This is an optimization exercise on Yosys and OpenROAD, whose aim is small area, not a production implementation. Only simulation tests tie the RTL to the original design; equivalence was not proved. Power is estimated from default activity; no workload was simulated.

==> build 7 <==
Design kyber_zeta_inv_gen, start of the top module:
module kyber_zeta_inv_gen
(
  input  logic        clk,
  input  logic        reset,
  input  logic        start,
  output logic        busy,
  output logic        done,
  input  logic [6:0]  ad,
  input  logic        ce,
  input  logic        oce,
  output logic [11:0] dout
);
clock: 6.0 ns
lec_check: 0
cap_margin: 20
core_margin: 2
core_utilization: 45
gpl_timing_driven: 0
setup_slack_margin: 0.4
slew_margin: 20
synth_hierarchical: 1
standard.sh (not shown) runs the stock make flow with config.mk's settings and CLKGATE_MAP_FILE= SYNTH_SCRIPT=/design/flow/synth_recipe.tcl, a recipe that flattens the netlist after the stock synthesis.
==> flow/flow/run.sh <==
#!/bin/bash
# Standard synthesis (hierarchical, so the generated table logic keeps its
# gate structure), then an area re-map of the flattened combinational logic
# (best of several ABC recipes; flip-flops untouched), then the standard
# layout steps with small port buffers and a small clock tree.
set -euo pipefail
W=$PWD
F=$W/flow
R=$W/orfs/results/$FLOW_PLATFORM/kyber_zeta_inv_gen/base
YOSYS=$(command -v yosys || echo "$FLOW_HOME/../tools/install/yosys/bin/yosys")

bash standard.sh synth > $W/synth_std.log 2>&1
cp $R/1_2_yosys.v $W/std_netlist.v

mkdir -p $W/reopt
cp $F/recipes.txt $F/downsize.txt $F/seqcells.txt $W/reopt/
REOPT_LIB=$FLOW_HOME/platforms/$FLOW_PLATFORM/lib/sky130_fd_sc_hd__tt_025C_1v80.lib \
REOPT_TOP=$FLOW_TOP REOPT_DIR=$W/reopt REOPT_IN=$W/std_netlist.v REOPT_OUT=$W/reopt_netlist.v \
  $YOSYS -q -l $W/reopt.log -c $F/reopt.tcl > $W/reopt.out 2>&1
cp $W/reopt_netlist.v $R/1_2_yosys.v
touch $R/1_2_yosys.v

bash standard.sh \
  "BUFFER_PORTS_ARGS=-buffer_cell sky130_fd_sc_hd__buf_1" \
  "CTS_ARGS=-sink_clustering_enable -sink_clustering_size 30 -sink_clustering_max_diameter 400 -buf_list sky130_fd_sc_hd__clkbuf_4 -root_buf sky130_fd_sc_hd__clkbuf_4 -repair_clock_nets -dont_use_dummy_load" \
  finish > $W/layout.log 2>&1
==> flow/flow/recipes.txt <==
strash; dch -f; map -a; topo
strash; map -a; topo
strash; dch; map -a; topo
strash; dch -f; amap; topo
strash; balance -l; resub -K 6 -l; rewrite -l; resub -K 6 -N 2 -l; refactor -l; resub -K 8 -l; balance -l; resub -K 8 -N 2 -l; rewrite -l; resub -K 10 -l; rewrite -z -l; resub -K 10 -N 2 -l; balance -l; resub -K 12 -l; refactor -z -l; resub -K 12 -N 2 -l; rewrite -z -l; balance -l; dch -f; map -a; topo
strash; balance -l; resub -K 6 -l; rewrite -l; resub -K 6 -N 2 -l; refactor -l; resub -K 8 -l; balance -l; resub -K 8 -N 2 -l; rewrite -l; resub -K 10 -l; rewrite -z -l; resub -K 10 -N 2 -l; balance -l; resub -K 12 -l; refactor -z -l; resub -K 12 -N 2 -l; rewrite -z -l; balance -l; balance -l; resub -K 6 -l; rewrite -l; resub -K 6 -N 2 -l; refactor -l; resub -K 8 -l; balance -l; resub -K 8 -N 2 -l; rewrite -l; resub -K 10 -l; rewrite -z -l; resub -K 10 -N 2 -l; balance -l; resub -K 12 -l; refactor -z -l; resub -K 12 -N 2 -l; rewrite -z -l; balance -l; dch -f; map -a; strash; dch -f; map -a; topo
KEEP || strash; &get -n; &dc2; &put; balance; &get -n; &dc2; &put; dch; map -a; strash; &get -n; &dc2; &put; dch -f; map -a; topo || strash; dch -f; map -a; strash; rewrite; dch; map -a; topo || strash; rewrite; &get -n; &dc2; &put; dch -f; map -a; topo || strash; dch -f; map -a; strash; resub -K 12 -N 2; rewrite -z; dch; map -a; topo || strash; dch -f; map -a; strash; resub -K 8 -N 2; rewrite -z; rewrite; &get -n; &dc2; &put; dch -f; map -a; topo || strash; &get -n; &if -K 6 -a; &put; strash; dch -f; map -a; strash; refactor; rewrite; dch -f; map -a; topo
==> flow/flow/reopt.tcl <==
# Re-map the combinational logic of the standard synthesis netlist for area.
# Flip-flops keep their instance names and cell types. Several ABC recipes
# are tried on the same logic and the smallest mapping is kept.
yosys -import
set lib $::env(REOPT_LIB)
set top $::env(REOPT_TOP)
set dir $::env(REOPT_DIR)
read_liberty -ignore_miss_func $lib
read_verilog $::env(REOPT_IN)
hierarchy -top $top

# Candidate 0: the standard netlist as it is, with every logic cell at its
# smallest drive strength (same function, no restructuring).
design -save orig
set fh [open $dir/downsize.txt r]
foreach line [split [string trim [read $fh]] "\n"] {
  lassign $line from to
  chtype -map $from $to $top
}
close $fh
opt_clean -purge
tee -q -o $dir/stat_keep.txt stat -liberty $lib
set f [open $dir/stat_keep.txt r]; set s [read $f]; close $f
regexp "Chip area for module .\\\\$top.: (\[0-9.\]+)" $s -> keeparea
log "KEEP AREA $keeparea"
design -save keep

design -load orig

setattr -mod -set keep_hierarchy 1 sky130_fd_sc_hd__df* sky130_fd_sc_hd__edf* sky130_fd_sc_hd__sdf* sky130_fd_sc_hd__dl*
flatten
opt_clean -purge
design -save base
set best -1
set bestarea 1e30
set fh [open $dir/recipes.txt r]
set recipes [split [string trim [read $fh]] "\n"]
close $fh
set k 0
foreach r $recipes {
  design -load base
  # A recipe is one ABC script, or several joined by " || " that are run
  # one after another, the logic re-flattened to gates in between.
  set parts [split [string map [list " || " "\x01"] $r] "\x01"]
  set first 1
  # A recipe that starts with KEEP starts from candidate 0 instead.
  if {[lindex $parts 0] eq "KEEP"} {
    design -load keep
    set parts [lrange $parts 1 end]
    set first 0
  }
  set j 0
  foreach p $parts {
    if {!$first} {
      read_liberty -nooverwrite -ignore_miss_func $lib
      setattr -mod -set keep_hierarchy 1 sky130_fd_sc_hd__df* sky130_fd_sc_hd__edf*
      flatten
      opt_clean -purge
    }
    set sf $dir/recipe_${k}_$j.abc
    set o [open $sf w]
    puts $o [string map {"; " "\n"} $p]
    close $o
    abc -liberty $lib -dont_use *lpflow* -dont_use *probe* -script $sf
    opt_clean -purge
    set first 0
    incr j
  }
  tee -q -o $dir/stat_$k.txt stat -liberty $lib
  set f [open $dir/stat_$k.txt r]; set s [read $f]; close $f
  regexp "Chip area for module .\\\\$top.: (\[0-9.\]+)" $s -> area
  log "RECIPE $k AREA $area :: [string range $r 0 80]"
  if {$area < $bestarea} { set bestarea $area; set best $k }
  design -save r$k
  incr k
}
log "BEST $best AREA $bestarea"
if {$keeparea <= $bestarea} {
  log "USING KEEP AREA $keeparea"
  design -load keep
} else {
  design -load r$best
}
hilomap -singleton -hicell sky130_fd_sc_hd__conb_1 HI -locell sky130_fd_sc_hd__conb_1 LO
splitnets
opt_clean -purge
stat -liberty $lib
select $top
write_verilog -noattr -noexpr -selected $::env(REOPT_OUT)
Other scripts of this flow, unchanged in this note and not shown: flow/flow/downsize.txt, flow/flow/seqcells.txt
==> inputs of trial 56, as changes to build 7 <==
==> flow/flow/recipes.txt (replaced) <==
strash; dch -f; map -a; topo
strash; map -a; topo
strash; dch; map -a; topo
strash; dch -f; amap; topo
strash; balance -l; resub -K 6 -l; rewrite -l; resub -K 6 -N 2 -l; refactor -l; resub -K 8 -l; balance -l; resub -K 8 -N 2 -l; rewrite -l; resub -K 10 -l; rewrite -z -l; resub -K 10 -N 2 -l; balance -l; resub -K 12 -l; refactor -z -l; resub -K 12 -N 2 -l; rewrite -z -l; balance -l; dch -f; map -a; topo
strash; balance -l; resub -K 6 -l; rewrite -l; resub -K 6 -N 2 -l; refactor -l; resub -K 8 -l; balance -l; resub -K 8 -N 2 -l; rewrite -l; resub -K 10 -l; rewrite -z -l; resub -K 10 -N 2 -l; balance -l; resub -K 12 -l; refactor -z -l; resub -K 12 -N 2 -l; rewrite -z -l; balance -l; balance -l; resub -K 6 -l; rewrite -l; resub -K 6 -N 2 -l; refactor -l; resub -K 8 -l; balance -l; resub -K 8 -N 2 -l; rewrite -l; resub -K 10 -l; rewrite -z -l; resub -K 10 -N 2 -l; balance -l; resub -K 12 -l; refactor -z -l; resub -K 12 -N 2 -l; rewrite -z -l; balance -l; dch -f; map -a; strash; dch -f; map -a; topo
KEEP || strash; &get -n; &dc2; &put; balance; &get -n; &dc2; &put; dch; map -a; strash; &get -n; &dc2; &put; dch -f; map -a; topo || strash; dch -f; map -a; strash; rewrite; dch; map -a; topo || strash; rewrite; &get -n; &dc2; &put; dch -f; map -a; topo || strash; dch -f; map -a; strash; resub -K 12 -N 2; rewrite -z; dch; map -a; topo || strash; dch -f; map -a; strash; resub -K 8 -N 2; rewrite -z; rewrite; &get -n; &dc2; &put; dch -f; map -a; topo
==> inputs of build 37, as changes to build 7 <==
==> flow/flow/recipes.txt (replaced) <==
strash; dch -f; map -a; topo
strash; map -a; topo
strash; dch; map -a; topo
strash; dch -f; amap; topo
strash; balance -l; resub -K 6 -l; rewrite -l; resub -K 6 -N 2 -l; refactor -l; resub -K 8 -l; balance -l; resub -K 8 -N 2 -l; rewrite -l; resub -K 10 -l; rewrite -z -l; resub -K 10 -N 2 -l; balance -l; resub -K 12 -l; refactor -z -l; resub -K 12 -N 2 -l; rewrite -z -l; balance -l; dch -f; map -a; topo
strash; balance -l; resub -K 6 -l; rewrite -l; resub -K 6 -N 2 -l; refactor -l; resub -K 8 -l; balance -l; resub -K 8 -N 2 -l; rewrite -l; resub -K 10 -l; rewrite -z -l; resub -K 10 -N 2 -l; balance -l; resub -K 12 -l; refactor -z -l; resub -K 12 -N 2 -l; rewrite -z -l; balance -l; balance -l; resub -K 6 -l; rewrite -l; resub -K 6 -N 2 -l; refactor -l; resub -K 8 -l; balance -l; resub -K 8 -N 2 -l; rewrite -l; resub -K 10 -l; rewrite -z -l; resub -K 10 -N 2 -l; balance -l; resub -K 12 -l; refactor -z -l; resub -K 12 -N 2 -l; rewrite -z -l; balance -l; dch -f; map -a; strash; dch -f; map -a; topo
--- a/flow/flow/reopt.tcl
+++ b/flow/flow/reopt.tcl
@@ -45,8 +45,2 @@
   set first 1
-  # A recipe that starts with KEEP starts from candidate 0 instead.
-  if {[lindex $parts 0] eq "KEEP"} {
-    design -load keep
-    set parts [lrange $parts 1 end]
-    set first 0
-  }
   set j 0
==> results.txt <==
Power:
- The total leakage power is 0.7232 nW.

Run status:
- The run finished with no timing, DRC or antenna violations.

Final layout:
- 244 cells are multi-input combinational gates.
- The total of fill cells in the finished design is ~420.

Timing:
- At the pin with the least slew margin, the transition time is slightly below 0.9 ns.

GRT:
- For met3 alone, demand over resource in global routing was 0.1023.
- Entering global routing, the biggest net connects 25 pins.

Setup path:
- For the worst setup path, the data arrival time is 4.26 ns.
Source of the figures above: build 7

==> results.txt <==
Setup path:
- Walking the worst path, the cells encountered are clkinv_1 -> nor2_1 -> nor2_1 -> nor2_1 -> nor2_1 -> nor2_1 -> nor2_1 -> o21ai_0 -> o2111ai_1 -> a21oi_1 -> buf_1.

Run status:
- The run finished with no timing, DRC or antenna violations.

Synthesis:
- The post-synthesis net count is 325.

Timing:
- The actual slew at the worst max-slew pin is between 0.8 and 0.9 ns.

Final layout:
- The proportion of final cell area spent on non-clock buffers is 0.04337.
- The number of multi-input logic gates is 251.
- The total of fill cells in the finished design is 445.

Power:
- The total leakage power is 0.7320 nW.
- Per report_power, the Sequential row totals approximately 0.00023 W.
- Power spread over the standard cell area amounts to 241.5 nW/µm².

GRT:
- For met3 alone, demand over resource in global routing was 0.09211.
- The largest net degree at the start of global routing is 26.

Run:
- The count of max-cap constraint violations is 0.
Source of the figures above: trial 56

==> results.txt <==
Final layout:
- The filler cells instantiated in the layout total roughly 430.
- The number of multi-input combinational cells in the layout is between 200 and 300.

Timing:
- At the pin with the least slew margin, the transition time is 0.9190 ns.

Power:
- The total leakage power is 0.8132 nW.

Run status:
- The flow ran to the end and the layout has no timing, DRC or antenna violations.

Setup path:
- At the worst endpoint, the arrival time is between 3 and 4 ns.

GRT:
- Entering global routing, the biggest net connects 22 pins.
Source of the figures above: build 37

## re-timing with driven ports
The flow's constraints put no driver on any port. The routed layouts listed below were extracted and timed again, unchanged, in two steps.
Step 1 sets driving cells, clkbuf_16 on the clock port and buf_2 on the other inputs (assumed; they add their load-dependent delay and slew).
Step 2 times the ports against the registers' clock, not the clock port: input delays grow and output delays shrink by t, the midpoint of the rising clock arrivals with the driver on.
a / b / c = ideal / step 1 / step 2; a / b = the first two.
| run | t (ns) | setup WS [ns] | hold slack, ns |
|---|---|---|---|
| build 7 | 0.314 | 0.535 / 0.518 / 0.831 | 0.406 / 0.406 / 0.406 |
| trial 56 | 0.308 | 0.825 / 0.805 / 1.113 | 0.405 / 0.405 / 0.405 |
| build 37 | 0.305 | 1.126 / 1.106 / 1.411 | 0.401 / 0.401 / 0.401 |
After both steps every run listed still meets setup and hold.
